From an optimization exercise on the open Yosys and OpenROAD flow, aimed at small area; shortcuts taken in it are not production practice.
Only simulation tests tie the RTL to the original design; equivalence was not proved.
Power figures rest on the tool's default switching activity, not on a simulated workload.

Setup of main:
==> flow/design.v <==
package regfile_pkg;
  localparam int unsigned XLEN_DEF  = 32;
  localparam int unsigned NREGS_DEF = 32;
  localparam int unsigned AW_DEF    = $clog2(NREGS_DEF);
  localparam int unsigned ZERO_REG = 0;
  typedef logic [AW_DEF-1:0]   reg_addr_t;
  typedef logic [XLEN_DEF-1:0] reg_data_t;
endpackage
module regfile_scoreboard
#(
  parameter int unsigned NREGS = regfile_pkg::NREGS_DEF,
  parameter int unsigned AW    = $clog2(NREGS)
) (
  input  logic [NREGS-1:0] idec,       
  input  logic [NREGS-1:0] wdec,       
  input  logic [NREGS-1:0] busy_q,
  output logic [NREGS-1:0] busy_d,
  output logic [AW:0]      busy_cnt
);
  logic [AW-1:0] cnt;
  assign busy_d = idec | (busy_q & ~wdec);
  regfile_popcnt #(.L(AW)) u_cnt (.x(busy_q[NREGS-1:1]), .y(cnt));
  assign busy_cnt = {1'b0, cnt};
endmodule
module regfile_popcnt
#(
  parameter int unsigned L = 5
) (
  input  logic [2**L-2:0] x,
  output logic [L-1:0]    y
);
  localparam int unsigned H = 2**(L-1) - 1;
  if (L == 2) begin : g_leaf
    regfile_fa u_fa (.a(x[0]), .b(x[1]), .c(x[2]), .s(y[0]), .co(y[1]));
  end else begin : g_node
    logic [L-2:0] lo, hi;
    logic [L-1:0] c;
    regfile_popcnt #(.L(L-1)) u_lo (.x(x[H-1:0]),   .y(lo));
    regfile_popcnt #(.L(L-1)) u_hi (.x(x[2*H-1:H]), .y(hi));
    assign c[0] = x[2*H];
    for (genvar i = 0; i < L-1; i++) begin : g_add
      regfile_fa u_fa (.a(lo[i]), .b(hi[i]), .c(c[i]), .s(y[i]), .co(c[i+1]));
    end
    assign y[L-1] = c[L-1];
  end
endmodule
module regfile_fa (
  input  logic a, b, c,
  output logic s, co
);
  assign s  = a ^ b ^ c;
  assign co = (a && b) || (a && c) || (b && c);
endmodule
module regfile_multiport
#(
  parameter int unsigned     XLEN      = regfile_pkg::XLEN_DEF,
  parameter int unsigned     NREGS     = regfile_pkg::NREGS_DEF,
  parameter int unsigned     NRD       = 2,
  parameter int unsigned     BYPASS    = 1,
  parameter logic [XLEN-1:0] RESET_VAL = '0,
  parameter int unsigned     AW        = $clog2(NREGS)
) (
  input  logic                clk,
  input  logic                rst,
  input  logic [NRD*AW-1:0]   rd_addr,
  output logic [NRD*XLEN-1:0] rd_data,
  output logic [NRD-1:0]      rd_busy,
  input  logic                wr_en,
  input  logic [AW-1:0]       wr_addr,
  input  logic [XLEN-1:0]     wr_data,
  input  logic                iss_en,
  input  logic [AW-1:0]       iss_addr,
  output logic [AW:0]         busy_cnt
);
  logic [XLEN-1:0]  regs_q [NREGS];
  logic [NREGS-1:1] valid_q;
  logic [NREGS-1:0] valid_v;    
  logic [NREGS-1:0] busy_q, busy_d;
  logic [NREGS-1:0] wdec, idec;
  logic             phase_q;
  logic [XLEN-1:0]  wdp;
  logic [XLEN-1:0]  regs_d [NREGS];
  logic [NREGS-1:1] mdec;
  regfile_dec5e u_wdec (.en(wr_en),  .a(wr_addr),  .y(wdec[NREGS-1:1]));
  regfile_dec5e u_mdec (.en(wr_en),  .a(wr_addr),  .y(mdec));
  regfile_dec5e u_idec (.en(iss_en), .a(iss_addr), .y(idec[NREGS-1:1]));
  assign wdec[0] = 1'b0;
  assign idec[0] = 1'b0;
  assign wdp = wr_data ^ {XLEN{phase_q}};
  for (genvar i = 1; i < NREGS; i++) begin : g_ent
    logic wen, wen_n;
    assign wen   = wdec[i];
    assign wen_n = !wdec[i];
    for (genvar b = 0; b < XLEN; b++) begin : g_bit
      regfile_oai22 u_nxt (
        .a0 (regs_q[i][b]), .a1 (wen),
        .b0 (wdp[b]),       .b1 (wen_n),
        .y  (regs_d[i][b])
      );
    end
  end
  always_ff @(posedge clk) begin
    for (int i = 1; i < NREGS; i++) begin
      regs_q[i] <= regs_d[i];
    end
  end
  always_ff @(posedge clk or posedge rst) begin
    if (rst) begin
      valid_q <= '0;
      busy_q  <= '0;
      phase_q <= 1'b0;
    end else begin
      phase_q <= !phase_q;
      valid_q <= valid_q | wdec[NREGS-1:1];
      busy_q  <= busy_d;
    end
  end
  assign valid_v = {valid_q, 1'b0};
  regfile_scoreboard #(
    .NREGS (NREGS),
    .AW    (AW)
  ) u_scoreboard (
    .idec     (idec),
    .wdec     (wdec),
    .busy_q   (busy_q),
    .busy_d   (busy_d),
    .busy_cnt (busy_cnt)
  );
  for (genvar k = 0; k < NRD; k++) begin : g_rd
    logic [AW-1:0] addr;
    logic          is_zero;
    logic          byp;
    logic [31:0]   dsel;    
    logic          hit;     
    logic          flip;    
    logic [XLEN-1:0] y;
    assign addr    = rd_addr[k*AW +: AW];
    assign is_zero = (addr == AW'(regfile_pkg::ZERO_REG));
    assign byp     = (BYPASS != 0) && wr_en && (wr_addr == addr);
    logic [NREGS-1:1] rdec;
    regfile_dec5 u_rdec (.a(addr), .y(rdec));
    always_comb begin
      for (int i = 1; i < NREGS; i++) begin
        dsel[i-1] = rdec[i] && valid_q[i] && !((BYPASS != 0) && mdec[i]);
      end
      dsel[31] = !is_zero && byp;
    end
    assign hit  = !is_zero && (byp || valid_v[addr]);
    assign flip = hit && phase_q;
    for (genvar b = 0; b < XLEN; b++) begin : g_bit
      logic [31:0] col;
      for (genvar i = 1; i < NREGS; i++) begin : g_col
        assign col[i-1] = regs_q[i][b];
      end
      assign col[31] = wdp[b];
      regfile_aomux32 u_mux (.sel(dsel), .d(col), .y(y[b]));
      regfile_xor2 u_fix (.a(y[b]), .b(flip), .y(rd_data[k*XLEN + b]));
    end
    assign rd_busy[k] = busy_q[addr] && !byp;
  end
endmodule
module regfile_aomux32 (
  input  logic [31:0] sel,
  input  logic [31:0] d,
  output logic        y
);
  logic [9:0] t;
  logic [2:0] u;
  logic [1:0] v;
  logic       p;
  for (genvar g = 0; g < 10; g++) begin : g_aoi
    regfile_aoi222 u_aoi (
      .a0 (sel[3*g]),   .b0 (d[3*g]),
      .a1 (sel[3*g+1]), .b1 (d[3*g+1]),
      .a2 (sel[3*g+2]), .b2 (d[3*g+2]),
      .y  (t[g])
    );
  end
  regfile_ao22 u_ao (.a0(sel[30]), .b0(d[30]), .a1(sel[31]), .b1(d[31]), .y(p));
  regfile_nand4 u_n0 (.a(t[0]), .b(t[1]), .c(t[2]), .d(t[3]), .y(u[0]));
  regfile_nand4 u_n1 (.a(t[4]), .b(t[5]), .c(t[6]), .d(t[7]), .y(u[1]));
  regfile_nand2 u_n2 (.a(t[8]), .b(t[9]),                     .y(u[2]));
  regfile_nor2  u_v0 (.a(u[0]), .b(u[1]), .y(v[0]));
  regfile_nor2  u_v1 (.a(u[2]), .b(p),    .y(v[1]));
  regfile_nand2 u_y  (.a(v[0]), .b(v[1]), .y(y));
endmodule
module regfile_oai22 (
  input  logic a0, a1, b0, b1,
  output logic y
);
  assign y = !((a0 || a1) && (b0 || b1));
endmodule
module regfile_xor2 (
  input  logic a, b,
  output logic y
);
  assign y = a ^ b;
endmodule
module regfile_aoi222 (
  input  logic a0, b0, a1, b1, a2, b2,
  output logic y
);
  assign y = !((a0 && b0) || (a1 && b1) || (a2 && b2));
endmodule
module regfile_ao22 (
  input  logic a0, b0, a1, b1,
  output logic y
);
  assign y = (a0 && b0) || (a1 && b1);
endmodule
module regfile_nand4 (
  input  logic a, b, c, d,
  output logic y
);
  assign y = !(a && b && c && d);
endmodule
module regfile_nand2 (
  input  logic a, b,
  output logic y
);
  assign y = !(a && b);
endmodule
module regfile_nor2 (
  input  logic a, b,
  output logic y
);
  assign y = !(a || b);
endmodule
module regfile_dec5e (
  input  logic       en,
  input  logic [4:0] a,
  output logic [31:1] y
);
  always_comb begin
    for (int i = 1; i < 32; i++) begin
      y[i] = en && (a == 5'(i));
    end
  end
endmodule
module regfile_dec5 (
  input  logic [4:0] a,
  output logic [31:1] y
);
  always_comb begin
    for (int i = 1; i < 32; i++) begin
      y[i] = (a == 5'(i));
    end
  end
endmodule
==> flow/config.mk <==
export PLATFORM = sky130hd
export DESIGN_NAME = regfile_multiport
export DESIGN_NICKNAME = regfile_multiport
export VERILOG_FILES = /design/flow/design.v
export SDC_FILE = /design/flow/constraint.sdc
export NUM_CORES = 4
export LEC_CHECK = 0
export CAP_MARGIN = 20
export CORE_MARGIN = 2
export CORE_UTILIZATION = 50
export GPL_TIMING_DRIVEN = 1
export PLACE_DENSITY = 0.65
export SETUP_SLACK_MARGIN = 0.2
export SLEW_MARGIN = 20
export SYNTH_HIERARCHICAL = 1
==> flow/constraint.sdc <==
create_clock -name core_clock -period 6.0 [get_ports {clk}]
set_input_delay 1.2000 -clock core_clock [delete_from_list [all_inputs] [get_ports {clk}]]
set_output_delay 1.2000 -clock core_clock [all_outputs]
set_load 0.01 [all_outputs]
standard.sh (not shown) runs the stock make flow with config.mk's settings and CLKGATE_MAP_FILE= SYNTH_SCRIPT=/design/flow/synth_recipe.tcl, a recipe that flattens the netlist after the stock synthesis.
==> flow/flow/run.sh <==
#!/bin/bash
# The standard layout (standard.sh: ORFS with unchanged scripts), run in two parts:
#  1. the standard synthesis, unchanged (standard.sh synth);
#  2. floorplan to finish, with a few ORFS settings passed through the environment:
#     - the large buffers and inverters made don't-use (by
#       flow/dont_use.tcl at the start of each step), so that repair buffers long nets
#       with small buffers instead of 16x ones,
#     - a small plain buffer (buf_2) for the port buffers,
#     - CTS without dummy load cells, with clusters of up to 24 sinks and 80 um.
# Each part's full make output goes to a log file here; ORFS's per-step logs are in orfs/logs/.
set -euo pipefail
bash standard.sh synth > flow_synth.log 2>&1
HOOK="$PWD/flow/dont_use.tcl"
for step in FLOORPLAN GLOBAL_PLACE RESIZE DETAIL_PLACE REPAIR_TIMING_POST_PLACE CTS GLOBAL_ROUTE DETAIL_ROUTE; do
  export PRE_${step}_TCL="$HOOK"
done
export BUFFER_PORTS_ARGS="-buffer_cell sky130_fd_sc_hd__buf_2"
export CTS_ARGS="-sink_clustering_enable -repair_clock_nets -dont_use_dummy_load -sink_clustering_size 24 -sink_clustering_max_diameter 80"
bash standard.sh > flow_make.log 2>&1
==> flow/flow/dont_use.tcl <==
# Applied at the start of each OpenROAD step (ORFS's PRE_<step>_TCL hooks), before the
# resizer is first used: large buffers and inverters and the delay cells are not used, so
# that repair buffers long nets with small buffers instead of 16x ones.
set_dont_use {sky130_fd_sc_hd__buf_8 sky130_fd_sc_hd__buf_12 sky130_fd_sc_hd__buf_16 sky130_fd_sc_hd__bufbuf_8 sky130_fd_sc_hd__bufbuf_16 sky130_fd_sc_hd__bufinv_8 sky130_fd_sc_hd__bufinv_16 sky130_fd_sc_hd__inv_12 sky130_fd_sc_hd__inv_16 sky130_fd_sc_hd__clkdlybuf4s50_1 sky130_fd_sc_hd__clkdlybuf4s50_2 sky130_fd_sc_hd__clkdlybuf4s25_1 sky130_fd_sc_hd__clkdlybuf4s25_2 sky130_fd_sc_hd__clkdlybuf4s15_1 sky130_fd_sc_hd__clkdlybuf4s15_2 sky130_fd_sc_hd__clkdlybuf4s18_1 sky130_fd_sc_hd__clkdlybuf4s18_2}
Edits applied to the flow inputs when going from main to the feature branch:
-- flow/design.v --
<<< main, line 81
  logic [XLEN-1:0]  wdp;
  logic [XLEN-1:0]  regs_d [NREGS];
  logic [NREGS-1:1] mdec;
  regfile_dec5e u_wdec (.en(wr_en),  .a(wr_addr),  .y(wdec[NREGS-1:1]));
  regfile_dec5e u_mdec (.en(wr_en),  .a(wr_addr),  .y(mdec));
  regfile_dec5e u_idec (.en(iss_en), .a(iss_addr), .y(idec[NREGS-1:1]));
  assign wdec[0] = 1'b0;
>>> the feature branch, line 81
  logic [XLEN-1:0]  wdp;
  logic [XLEN-1:0]  regs_d [NREGS];
  regfile_dec5e u_wdec (.en(wr_en),  .a(wr_addr),  .y(wdec[NREGS-1:1]));
  regfile_dec5e u_idec (.en(iss_en), .a(iss_addr), .y(idec[NREGS-1:1]));
  assign wdec[0] = 1'b0;
<<< main, line 117
  end
  assign valid_v = {valid_q, 1'b0};
  regfile_scoreboard #(
    .NREGS (NREGS),
>>> the feature branch, line 115
  end
  assign valid_v = {valid_q, 1'b0};
  logic [NREGS-1:1] vsel;
  regfile_vmask u_vmask (.en(wr_en && (BYPASS != 0)), .a(wr_addr), .v(valid_q), .y(vsel));
  regfile_scoreboard #(
    .NREGS (NREGS),
<<< main, line 138
    assign is_zero = (addr == AW'(regfile_pkg::ZERO_REG));
    assign byp     = (BYPASS != 0) && wr_en && (wr_addr == addr);
    logic [NREGS-1:1] rdec;
    regfile_dec5 u_rdec (.a(addr), .y(rdec));
    always_comb begin
      for (int i = 1; i < NREGS; i++) begin
        dsel[i-1] = rdec[i] && valid_q[i] && !((BYPASS != 0) && mdec[i]);
      end
      dsel[31] = !is_zero && byp;
    end
    assign hit  = !is_zero && (byp || valid_v[addr]);
>>> the feature branch, line 138
    assign is_zero = (addr == AW'(regfile_pkg::ZERO_REG));
    assign byp     = (BYPASS != 0) && wr_en && (wr_addr == addr);
    logic [NREGS-1:1] rsel;
    regfile_rdsel u_rsel (.a(addr), .m(vsel), .y(rsel));
    always_comb begin
      dsel[30:0] = rsel;
      dsel[31]   = !is_zero && byp;
    end
    assign hit  = !is_zero && (byp || valid_v[addr]);
<<< main, line 238
  end
endmodule
module regfile_dec5 (
  input  logic [4:0] a,
  output logic [31:1] y
);
  always_comb begin
    for (int i = 1; i < 32; i++) begin
      y[i] = (a == 5'(i));
    end
  end
endmodule
>>> the feature branch, line 236
  end
endmodule
module regfile_vmask (
  input  logic        en,
  input  logic [4:0]  a,
  input  logic [31:1] v,
  output logic [31:1] y
);
  always_comb begin
    for (int i = 1; i < 32; i++) begin
      y[i] = v[i] && !(en && (a == 5'(i)));
    end
  end
endmodule
module regfile_rdsel (
  input  logic [4:0]  a,
  input  logic [31:1] m,
  output logic [31:1] y
);
  always_comb begin
    for (int i = 1; i < 32; i++) begin
      y[i] = (a == 5'(i)) && m[i];
    end
  end
endmodule
## What came out
Every stage of the flow completed for the feature branch, and the final layout passed the timing, design-rule and antenna checks. Between the feature branch and main, the difference in initial standard-cell utilization of the core is negligible. [compare] base=main new=the feature branch: power per standard cell area higher; routed wire length went up by about 9%; post-route worst setup slack fell by 130 ps; global routing met3 resource utilization now sits higher. Comparing the feature branch against main, there is no change at all in number of sinks on the clock net. | highest achievable clock rate | the feature branch vs main | 3.8 MHz lower |.

==> static timing again, ports no longer ideal <==
No port has a modelled driver above. Below, the same layouts with a new extraction and two added sets of constraints.
Step 1 assumes that a clkbuf_16 drives the clock port and a buf_2 every other input.
Step 2 adds t to the input delays and takes it off the output delays; t is the mean of the earliest and latest rising clock arrival at the registers after step 1. Input paths then give back, and output paths get back, about the clock's delay inside the block.
Slacks: no drivers / after step 1 / after step 2; pairs: no drivers / after step 1.
| run | t (ns) | slack for setup (ns) | latest minus earliest clock arrival (ns) | slew at the worst register clock pin (ns) | pins driven straight from the clock port |
|---|---|---|---|---|---|
| main | 0.701 | 0.240 / 0.210 / 0.210 | 0.079 / 0.079 | 0.10 / 0.10 | 1 |
| the feature branch | 0.717 | 0.110 / 0.084 / 0.084 | 0.070 / 0.070 | 0.10 / 0.10 | 1 |
After both steps setup and hold are still met in every run listed. For main, which loses most, drivers alone change the setup slack by -0.030 ns; drivers and shift together by -0.030 ns.
